What follows belongs to an exercise in optimizing a design on an open flow for small area and a short achievable clock period; a production flow would make more cautious choices. Function was checked by simulation only, so behaviour that the tests miss may differ from the original. No activity file was given, so power comes from the tool's default toggle rates.

==> design/flow/design.v <==
module fft_test_core #(
  localparam int IW = 12,
  localparam int OW = 19,
  localparam int AW = 43
) (
  input  logic                 aclk,
  input  logic                 aresetn,
  input  logic [IW-1:0]        input_data_ch1,
  output logic signed [OW-1:0] fft_real,
  output logic signed [OW-1:0] fft_imag,
  output logic [AW-1:0]        amp,
  output logic                 fft_out_valid
);
  logic [8:0] tau;
  always_ff @(posedge aclk or negedge aresetn) begin
    if (!aresetn) tau <= '0;
    else          tau <= (tau == 9'd319) ? 9'd0 : tau + 9'd1;
  end
  logic signed [IW-1:0] din_r;
  always_ff @(posedge aclk) din_r <= {~input_data_ch1[IW-1], input_data_ch1[IW-2:0]};
  logic [31:0][33:0] r0, r1, r0_n, r1_n;
  logic r4_en, r4_lane;
  logic signed [11:0] x0, x1, x2, x3;
  logic signed [16:0] y0r, y2r, y1r, y1i, y3i;
  assign r4_en   = (tau >= 9'd66) && (tau < 9'd98) && !tau[0];
  assign r4_lane = tau[1];
  assign x0 = r4_lane ? r1[2][11:0] : r0[0][11:0];
  assign x1 = r4_lane ? r1[3][11:0] : r0[1][11:0];
  assign x2 = r4_lane ? r1[4][11:0] : r0[2][11:0];
  assign x3 = r4_lane ? r1[5][11:0] : r0[3][11:0];
  always_comb begin
    logic signed [16:0] u0, u2;
    u0  = 17'(x0) + 17'(x1);
    u2  = 17'(x2) + 17'(x3);
    y0r = u0 + u2;
    y2r = u0 - u2;
    y1r = 17'(x0) - 17'(x1);
    y3i = 17'(x2) - 17'(x3);
    y1i = -y3i;
  end
  logic is2, is3, is4, is5, issq, bf_lane;
  assign is2  = (tau >= 9'd98) && (tau < 9'd130);
  assign is3  = (tau >= 9'd130) && (tau < 9'd162);
  assign is4  = (tau >= 9'd162) && (tau < 9'd194);
  assign is5  = (tau >= 9'd194) && (tau < 9'd226);
  assign issq = (tau >= 9'd254) && (tau < 9'd318);
  assign bf_lane = (is2 & tau[2]) | (is3 & tau[3]) | (is4 & tau[4]);
  logic [4:0] m;
  always_comb begin
    if (is2)      m = {tau[1:0], 3'b000};
    else if (is3) m = {tau[2:0], 2'b00};
    else if (is4) m = {tau[3:0], 1'b0};
    else          m = tau[4:0];
  end
  logic signed [17:0] c1, c2, c3;
  always_comb begin
    case (m)
      5'd0: begin c1 = 18'sd65536; c2 = -18'sd65536; c3 = 18'sd65536; end
      5'd1: begin c1 = 18'sd65220; c2 = -18'sd71644; c3 = 18'sd58796; end
      5'd2: begin c1 = 18'sd64277; c2 = -18'sd77062; c3 = 18'sd51492; end
      5'd3: begin c1 = 18'sd62714; c2 = -18'sd81738; c3 = 18'sd43690; end
      5'd4: begin c1 = 18'sd60547; c2 = -18'sd85627; c3 = 18'sd35467; end
      5'd5: begin c1 = 18'sd57798; c2 = -18'sd88691; c3 = 18'sd26905; end
      5'd6: begin c1 = 18'sd54491; c2 = -18'sd90901; c3 = 18'sd18081; end
      5'd7: begin c1 = 18'sd50660; c2 = -18'sd92236; c3 = 18'sd9084; end
      5'd8: begin c1 = 18'sd46341; c2 = -18'sd92682; c3 = 18'sd0; end
      5'd9: begin c1 = 18'sd41576; c2 = -18'sd92236; c3 = -18'sd9084; end
      5'd10: begin c1 = 18'sd36410; c2 = -18'sd90901; c3 = -18'sd18081; end
      5'd11: begin c1 = 18'sd30893; c2 = -18'sd88691; c3 = -18'sd26905; end
      5'd12: begin c1 = 18'sd25080; c2 = -18'sd85627; c3 = -18'sd35467; end
      5'd13: begin c1 = 18'sd19024; c2 = -18'sd81738; c3 = -18'sd43690; end
      5'd14: begin c1 = 18'sd12785; c2 = -18'sd77062; c3 = -18'sd51492; end
      5'd15: begin c1 = 18'sd6424; c2 = -18'sd71644; c3 = -18'sd58796; end
      5'd16: begin c1 = 18'sd0; c2 = -18'sd65536; c3 = -18'sd65536; end
      5'd17: begin c1 = -18'sd6424; c2 = -18'sd58796; c3 = -18'sd71644; end
      5'd18: begin c1 = -18'sd12785; c2 = -18'sd51492; c3 = -18'sd77062; end
      5'd19: begin c1 = -18'sd19024; c2 = -18'sd43690; c3 = -18'sd81738; end
      5'd20: begin c1 = -18'sd25080; c2 = -18'sd35467; c3 = -18'sd85627; end
      5'd21: begin c1 = -18'sd30893; c2 = -18'sd26905; c3 = -18'sd88691; end
      5'd22: begin c1 = -18'sd36410; c2 = -18'sd18081; c3 = -18'sd90901; end
      5'd23: begin c1 = -18'sd41576; c2 = -18'sd9084; c3 = -18'sd92236; end
      5'd24: begin c1 = -18'sd46341; c2 = 18'sd0; c3 = -18'sd92682; end
      5'd25: begin c1 = -18'sd50660; c2 = 18'sd9084; c3 = -18'sd92236; end
      5'd26: begin c1 = -18'sd54491; c2 = 18'sd18081; c3 = -18'sd90901; end
      5'd27: begin c1 = -18'sd57798; c2 = 18'sd26905; c3 = -18'sd88691; end
      5'd28: begin c1 = -18'sd60547; c2 = 18'sd35467; c3 = -18'sd85627; end
      5'd29: begin c1 = -18'sd62714; c2 = 18'sd43690; c3 = -18'sd81738; end
      5'd30: begin c1 = -18'sd64277; c2 = 18'sd51492; c3 = -18'sd77062; end
      5'd31: begin c1 = -18'sd65220; c2 = 18'sd58796; c3 = -18'sd71644; end
      default: begin c1 = '0; c2 = '0; c3 = '0; end
    endcase
  end
  logic [33:0] bw;
  always_comb begin
    if (is5)          bw = r1[0];
    else if (is2)     bw = bf_lane ? r1[8]  : r0[4];
    else if (is3)     bw = bf_lane ? r1[16] : r0[8];
    else              bw = bf_lane ? r1[0]  : r0[16];
  end
  logic signed [17:0] xs_re, xs_im;
  always_comb begin
    if (tau < 9'd286) begin
      xs_re = {r0[2][16], r0[2][16:0]} + {r1[2][16], r1[2][16:0]};
      xs_im = {r0[2][33], r0[2][33:17]} + {r1[2][33], r1[2][33:17]};
    end else begin
      xs_re = {r0[2][16], r0[2][16:0]} - {r1[2][16], r1[2][16:0]};
      xs_im = {r0[2][33], r0[2][33:17]} - {r1[2][33], r1[2][33:17]};
    end
  end
  logic signed [17:0] ob_re, os, oc1, oc2, oc3;
  logic signed [16:0] ob_im;
  logic               osq;
  always_ff @(posedge aclk) begin
    osq   <= issq;
    ob_im <= bw[33:17];
    oc3   <= c3;
    if (issq) begin
      ob_re <= xs_re;
      os    <= xs_im;
      oc1   <= xs_im;
      oc2   <= xs_re;
    end else begin
      ob_re <= {bw[16], bw[16:0]};
      os    <= {bw[16], bw[16:0]} + {bw[33], bw[33:17]};
      oc1   <= c1;
      oc2   <= c2;
    end
  end
  logic signed [36:0] t_re, t_im;
  always_ff @(posedge aclk) begin
    t_re <= 37'(oc1) * 37'(os) - 37'(oc3) * 37'(ob_im) + 37'sd32768;
    t_im <= 37'(oc1) * 37'(os) + 37'(oc2) * 37'(ob_re) + (osq ? 37'sd0 : 37'sd32768);
  end
  logic [8:0] tw_;
  assign tw_ = tau - 9'd2;
  logic wb2, wb3, wb4, wb5, wb_lane;
  assign wb2 = (tw_ >= 9'd98) && (tw_ < 9'd130) && (tau >= 9'd2);
  assign wb3 = (tw_ >= 9'd130) && (tw_ < 9'd162) && (tau >= 9'd2);
  assign wb4 = (tw_ >= 9'd162) && (tw_ < 9'd194) && (tau >= 9'd2);
  assign wb5 = (tw_ >= 9'd194) && (tw_ < 9'd226) && (tau >= 9'd2);
  assign wb_lane = (wb2 & tw_[2]) | (wb3 & tw_[3]) | (wb4 & tw_[4]);
  logic signed [16:0] p_re, p_im;
  assign p_re = t_re[32:16];
  assign p_im = t_im[32:16];
  logic [33:0] aw;
  always_comb begin
    if (!wb_lane)  aw = r0[30];
    else if (wb2)  aw = r1[2];
    else if (wb3)  aw = r1[6];
    else           aw = r1[14];
  end
  logic signed [16:0] top_re, top_im, bot_re, bot_im;
  assign top_re = aw[16:0]  + p_re;
  assign top_im = aw[33:17] + p_im;
  assign bot_re = aw[16:0]  - p_re;
  assign bot_im = aw[33:17] - p_im;
  logic wb_any;
  assign wb_any = wb2 | wb3 | wb4;
  always_comb begin
    for (int q = 0; q < 32; q++) begin
      r0_n[q] = r0[(q + 1) % 32];
      r1_n[q] = r1[(q + 1) % 32];
    end
    if (r4_en & (r4_lane == 1'b0)) r0_n[0] = {y1i, y1r};
    if (wb2 & !wb_lane) r0_n[1] = {bot_im, bot_re};
    else if (r4_en & (r4_lane == 1'b0)) r0_n[1] = {17'sd0, y2r};
    if (r4_en & (r4_lane == 1'b0)) r0_n[2] = {y3i, y1r};
    else if (tau == 9'd5 || tau == 9'd23) r0_n[2][11:0] = din_r;
    if (tau == 9'd37 || tau == 9'd55) r0_n[3][11:0] = din_r;
    if (wb3 & !wb_lane) r0_n[5] = {bot_im, bot_re};
    if (tau == 9'd11) r0_n[8][11:0] = din_r;
    if (tau == 9'd43) r0_n[9][11:0] = din_r;
    if (tau == 9'd3 || tau == 9'd15 || tau == 9'd25) r0_n[12][11:0] = din_r;
    if (wb4 & !wb_lane) r0_n[13] = {bot_im, bot_re};
    else if (tau == 9'd35 || tau == 9'd47 || tau == 9'd57) r0_n[13][11:0] = din_r;
    if (tau == 9'd7 || tau == 9'd17 || tau == 9'd29) r0_n[16][11:0] = din_r;
    if (tau == 9'd39 || tau == 9'd49 || tau == 9'd61) r0_n[17][11:0] = din_r;
    if (tau == 9'd21) r0_n[20][11:0] = din_r;
    if (tau == 9'd53) r0_n[21][11:0] = din_r;
    if (tau == 9'd9 || tau == 9'd27) r0_n[26][11:0] = din_r;
    if (tau == 9'd41 || tau == 9'd59) r0_n[27][11:0] = din_r;
    if (wb_any & !wb_lane) r0_n[29] = {top_im, top_re};
    if (tau == 9'd1 || tau == 9'd13 || tau == 9'd19 || tau == 9'd31) r0_n[30][11:0] = din_r;
    if (r4_en & (r4_lane == 1'b0)) r0_n[31] = {17'sd0, y0r};
    else if (tau == 9'd33 || tau == 9'd45 || tau == 9'd51 || tau == 9'd63) r0_n[31][11:0] = din_r;
    if (wb2 & wb_lane) r1_n[1] = {top_im, top_re};
    else if (r4_en & (r4_lane == 1'b1)) r1_n[1] = {17'sd0, y0r};
    else if (tau == 9'd6 || tau == 9'd24) r1_n[1][11:0] = din_r;
    if (r4_en & (r4_lane == 1'b1)) r1_n[2] = {y1i, y1r};
    else if (tau == 9'd38 || tau == 9'd56) r1_n[2][11:0] = din_r;
    if (r4_en & (r4_lane == 1'b1)) r1_n[3] = {17'sd0, y2r};
    if (r4_en & (r4_lane == 1'b1)) r1_n[4] = {y3i, y1r};
    if (wb2 & wb_lane) r1_n[5] = {bot_im, bot_re};
    else if (wb3 & wb_lane) r1_n[5] = {top_im, top_re};
    if (tau == 9'd12) r1_n[7][11:0] = din_r;
    if (tau == 9'd44) r1_n[8][11:0] = din_r;
    if (tau == 9'd4 || tau == 9'd16 || tau == 9'd26) r1_n[11][11:0] = din_r;
    if (tau == 9'd36 || tau == 9'd48 || tau == 9'd58) r1_n[12][11:0] = din_r;
    if (wb3 & wb_lane) r1_n[13] = {bot_im, bot_re};
    else if (wb4 & wb_lane) r1_n[13] = {top_im, top_re};
    if (tau == 9'd8 || tau == 9'd18 || tau == 9'd30) r1_n[15][11:0] = din_r;
    if (tau == 9'd40 || tau == 9'd50 || tau == 9'd62) r1_n[16][11:0] = din_r;
    if (tau == 9'd22) r1_n[19][11:0] = din_r;
    if (tau == 9'd54) r1_n[20][11:0] = din_r;
    if (tau == 9'd10 || tau == 9'd28) r1_n[25][11:0] = din_r;
    if (tau == 9'd42 || tau == 9'd60) r1_n[26][11:0] = din_r;
    if (wb4 & wb_lane) r1_n[29] = {bot_im, bot_re};
    else if (wb5) r1_n[29] = {p_im, p_re};
    else if (tau == 9'd2 || tau == 9'd14 || tau == 9'd20 || tau == 9'd32) r1_n[29][11:0] = din_r;
    if (tau == 9'd34 || tau == 9'd46 || tau == 9'd52 || tau == 9'd64) r1_n[30][11:0] = din_r;
  end
  always_ff @(posedge aclk) begin
    r0 <= r0_n;
    r1 <= r1_n;
  end
  logic signed [17:0] xo_re, xo_im;
  always_comb begin
    if (tau < 9'd288) begin
      xo_re = {r0[0][16], r0[0][16:0]} + {r1[0][16], r1[0][16:0]};
      xo_im = {r0[0][33], r0[0][33:17]} + {r1[0][33], r1[0][33:17]};
    end else begin
      xo_re = {r0[0][16], r0[0][16:0]} - {r1[0][16], r1[0][16:0]};
      xo_im = {r0[0][33], r0[0][33:17]} - {r1[0][33], r1[0][33:17]};
    end
  end
  logic out_ph;
  assign out_ph = (tau >= 9'd256);
  always_ff @(posedge aclk or negedge aresetn) begin
    if (!aresetn) begin
      fft_real      <= '0;
      fft_imag      <= '0;
      amp           <= '0;
      fft_out_valid <= 1'b0;
    end else if (out_ph) begin
      fft_real      <= OW'(xo_re);
      fft_imag      <= OW'(xo_im);
      amp           <= AW'(t_im[35:0]);
      fft_out_valid <= 1'b1;
    end else begin
      fft_real      <= '0;
      fft_imag      <= '0;
      amp           <= '0;
      fft_out_valid <= 1'b0;
    end
  end
endmodule
==> design/flow/run.sh <==
#!/bin/bash
# synth_recipe.tcl (not shown) runs the flow's synth.tcl, then flattens the netlist and writes it again
# the make line also repeats each setting of config.mk as NAME=value (left out here)
make -C /OpenROAD-flow-scripts/flow DESIGN_CONFIG=/design/flow/config.mk WORK_HOME=/design/flow/orfs CLKGATE_MAP_FILE= SYNTH_SCRIPT=/design/flow/synth_recipe.tcl finish
==> design/flow/config.mk <==
export PLATFORM = sky130hd
export DESIGN_NAME = fft_test_core
export DESIGN_NICKNAME = fft_test_core
export VERILOG_FILES = /design/flow/design.v
export SDC_FILE = /design/flow/constraint.sdc
export NUM_CORES = 8
export LEC_CHECK = 0
export CAP_MARGIN = 20
export CORE_MARGIN = 2
export CORE_UTILIZATION = 25
export SETUP_SLACK_MARGIN = 0.3
export SLEW_MARGIN = 20
==> design/flow/constraint.sdc <==
create_clock -name core_clock -period 16.0 [get_ports {aclk}]
set_input_delay 3.2000 -clock core_clock [delete_from_list [all_inputs] [get_ports {aclk}]]
set_output_delay 3.2000 -clock core_clock [all_outputs]
set_load 0.01 [all_outputs]
==> reports/metrics.cfg <==
[cts]
htree_num_levels = 4
cts-root-buf = clkbuf_16
cts_sinks = 2431
hold_buffers = 0
path_clk_slew_ns = 0.07
cts_tree = built
cts_buffers = 237
worstSkewPairLatency_ns = 0.92
cts_setup_buffers = 0
clk_path_buf_depth = 4
ctsResizeCount = 0

[power]
total_power_mw = 14.20
swShare = 0.2612
power.switching_mw = 3.709
ir_drop_v = 0.0002561
seqPwrFrac = 0.441
combPwrFrac = 0.153
pwr_density_cell_mw_per_mm2 = 109.5
internal_power_mw = 10.49
pwr-share-clk = 0.406
p_leak_nw = 54.98

[synthesis]
synth_cells = 10800
ys_ff_latch = 2431
yosys_warnings = 1
synth_edf_count = 0
netlist_area_mm2 = 0.1139
synthDistinctLibCells = 104
async_flop_share = 0.03373
syn_avg_cell_area_um2 = 10.54
synth_flop_cell = dfxtp_1
ys_seq_area_frac = 0.4310

[global_routing]
overflow = 0
grt_max_degree = 81
track_usage = 0.1401
first_global_vias = 75260
grt_pass1_wl_um = 489600
antenna_found_initial = 12

[placed_design]
portBuffers = 88
post-dp-hpwl_um = 246400
place_ws_ns = 4.092
gp_congestion = 0.9369

[cells_and_area]
drive_above_1_share = 0.08674
fillers = 46970
fin_nets = 12380
layout_commonest_cell = dfxtp_1
final_cell_mix = dfxtp_1 (2349), nand2_1 (1247), inv_1 (1207)
postLayoutCoreUtil = 0.2863
area.growth.synth_to_final_pct = 13.93

[floorplanning]
pin_count = 96
die_h_um = 678.9
rows = 247
start_util = 0.2513
die_width_um = 678.9
core_mm2 = 0.4531
die-area_mm2 = 0.4608

[sta]
period_needed_ns = 11.95
worstMarginPinSlew_ns = 1.315
max_freq_mhz = 83.70
setup_slack_ns = 4.053
fin_crit_sh = 0.7467
slew_headroom = 0.1139
setup_viol = 0
grt_setup_unrepaired = false
finalMaxSlewViolations = 0
skew_ns = 0.08730
setup_tns_ns = 0
hold_viol_final = 0

[drt]
viasPerCell = 4.420
vias = 74920
drc = 0
drtIter0Drc = 6027
dr.pass1.iters = 6
drt_wl_total_um = 328400
ant_nets = 0
wl_per_cell_um = 19.38

[worst_setup_path]
critPathLaunchType = flip-flop
max_stage_delay_ns = 0.88
critPathTopFamily = adder cells
cp_common_cell = fa_1
critPathMaxFanout = 18
required_ns = 16.80
arrival_ns = 12.74
worst-path-buf-inv = 6
endpoint_kind = flip-flop
worst-setup-path-type = flip-flop to flip-flop
critPathSlowestCell = dfxtp_1

[worst_hold_path]
worstHoldPathType = flip-flop to flip-flop

[flow_run]
drv_cap = 0

[status]
status = timing/DRC/antenna clean

[metal layers]
metal | GRT usage | vias up | routed length, um
met5 | 0 | - | 0
met4 | 0.05302 | 0 | 13640
li1 | - | 34520 | -
met1 | 0.1844 | 37440 | 142400
met2 | 0.2284 | 2398 | 150500
met3 | 0.02480 | 563 | 21930
[final timing paths]
kind / end / cells after the start / slack, ns / from
setup / recovery: t_im[35] / 40 / 4.05 / oc1[11]
hold / removal: r1[775] / 0 / 0.27 / r1[809]
setup reg to reg: t_im[35] / 40 / 4.05 / oc1[11]
hold reg to reg: r1[775] / 0 / 0.27 / r1[809]
max in group asynchronous: fft_imag[16] / 2 / 12.65 / aresetn
min in group asynchronous: amp[8] / 1 / 2.21 / aresetn
[sequential cells by signal, indices dropped and copies added (netlist names)]
name and cells:
t_re 17, osq 1, r0 1088, tau 9, amp 36, fft_real 18, fft_out_valid 1, oc1 18
fft_imag 18, din_r 12, oc3 18, ob_im 17, r1 1088, ob_re 18, os 18, t_im 36
oc2 18
[through the flow]
step | hold slack, ns | instances | instance area (um^2)
6_report | 0.2715 | 16950 | 129700
5_1_grt | 0.2849 | 16940 | 129700
4_1_cts | 0.2584 | 16940 | 129700
3_5_place_dp | 0.3121 | 16510 | 121500
3_3_place_gp | 0.3096 | 16500 | 121500
2_1_floorplan | 0.3096 | 10810 | 113900
[power groups by stage]
| stage | combinational (mW) | clock (mW) | sequential (mW) |
|---|---|---|---|
| floorplan | 1.64 | 0 | 6.35 |
| global placement | 2.12 | 0 | 6.39 |
| detailed placement | 2.16 | 0 | 6.40 |
| CTS | 2.19 | 5.89 | 6.26 |
| global route | 2.44 | 6.12 | 6.27 |
| finish | 2.17 | 5.77 | 6.26 |
[area by class of cell]
class | instances | area [um^2] | area share
timing repair buffer | 227 | 1929 | 0.01487
inverter | 1212 | 4549 | 0.03507
multi-input combinational | 6660 | 58520 | 0.4511
tap | 5976 | 7477 | 0.05764
clock buffer | 327 | 6721 | 0.05181
antenna | 8 | 20.02 | 0.0001543
clock inverter | 107 | 1420 | 0.01095
sequential | 2431 | 49080 | 0.3784
[worst register-to-register path, delay by kind of cell (launching register included)]
kind,cells,cell delay [ns]
buffers and inverters,6,0.34
xor gates and xnor gates,2,0.70
adders and majority gates,13,5.78
AOI/OAI and AO/OA,13,3.19
and+or+nand+nor,6,0.92
DFF,1,0.88
[cell families after synthesis]
family / after synthesis / share of synthesized area
XOR/XNOR: 374 / 0.02909
other: 1 / 0.00003294
AND/OR/NAND/NOR: 2703 / 0.1114
adder cells (fa/ha/maj): 1601 / 0.2437
AO/OA/AOI/OAI: 1518 / 0.08343
multiplexers: 457 / 0.04381
flip-flops: 2431 / 0.4310
buffers and inverters: 1718 / 0.05755
[cell usage after synthesis, types with 128 or more instances]
master    count  share of area
fa_1       1027           0.18
a21oi_1     344          0.015
inv_1      1207          0.040
mux2i_1     128          0.011
ha_1        574          0.063
xnor2_1     250          0.019
nand2_1    1255          0.041
mux2_2      328          0.032
and2_1      550          0.030
o21ai_0     502          0.022
dfxtp_1    2349           0.41
nor2_1      387          0.013
clkbuf_1    417          0.014

[separate check: timing with driven ports]
In the flow no input, the clock included, has a driving cell. The finished layout below was timed again as built, in two steps.
Step 1: set_driving_cell puts a clkbuf_16 on aclk and a buf_2 on each other input, an assumption about the parent block.
Step 2 times the ports against the registers' clock, not the clock port: input delays grow and output delays shrink by t, the midpoint of the rising clock arrivals with the driver on.
Slacks: ideal ports / drivers / drivers and shift; pairs: ideal ports / drivers.
t, ns: 0.974
setup slack, ns: 4.053 / 4.053 / 4.053
worst setup path after step 2: register to register
After both steps setup and hold are still met in this run. For this run, drivers alone change the setup slack by 0.000 ns; drivers and shift together by 0.000 ns.
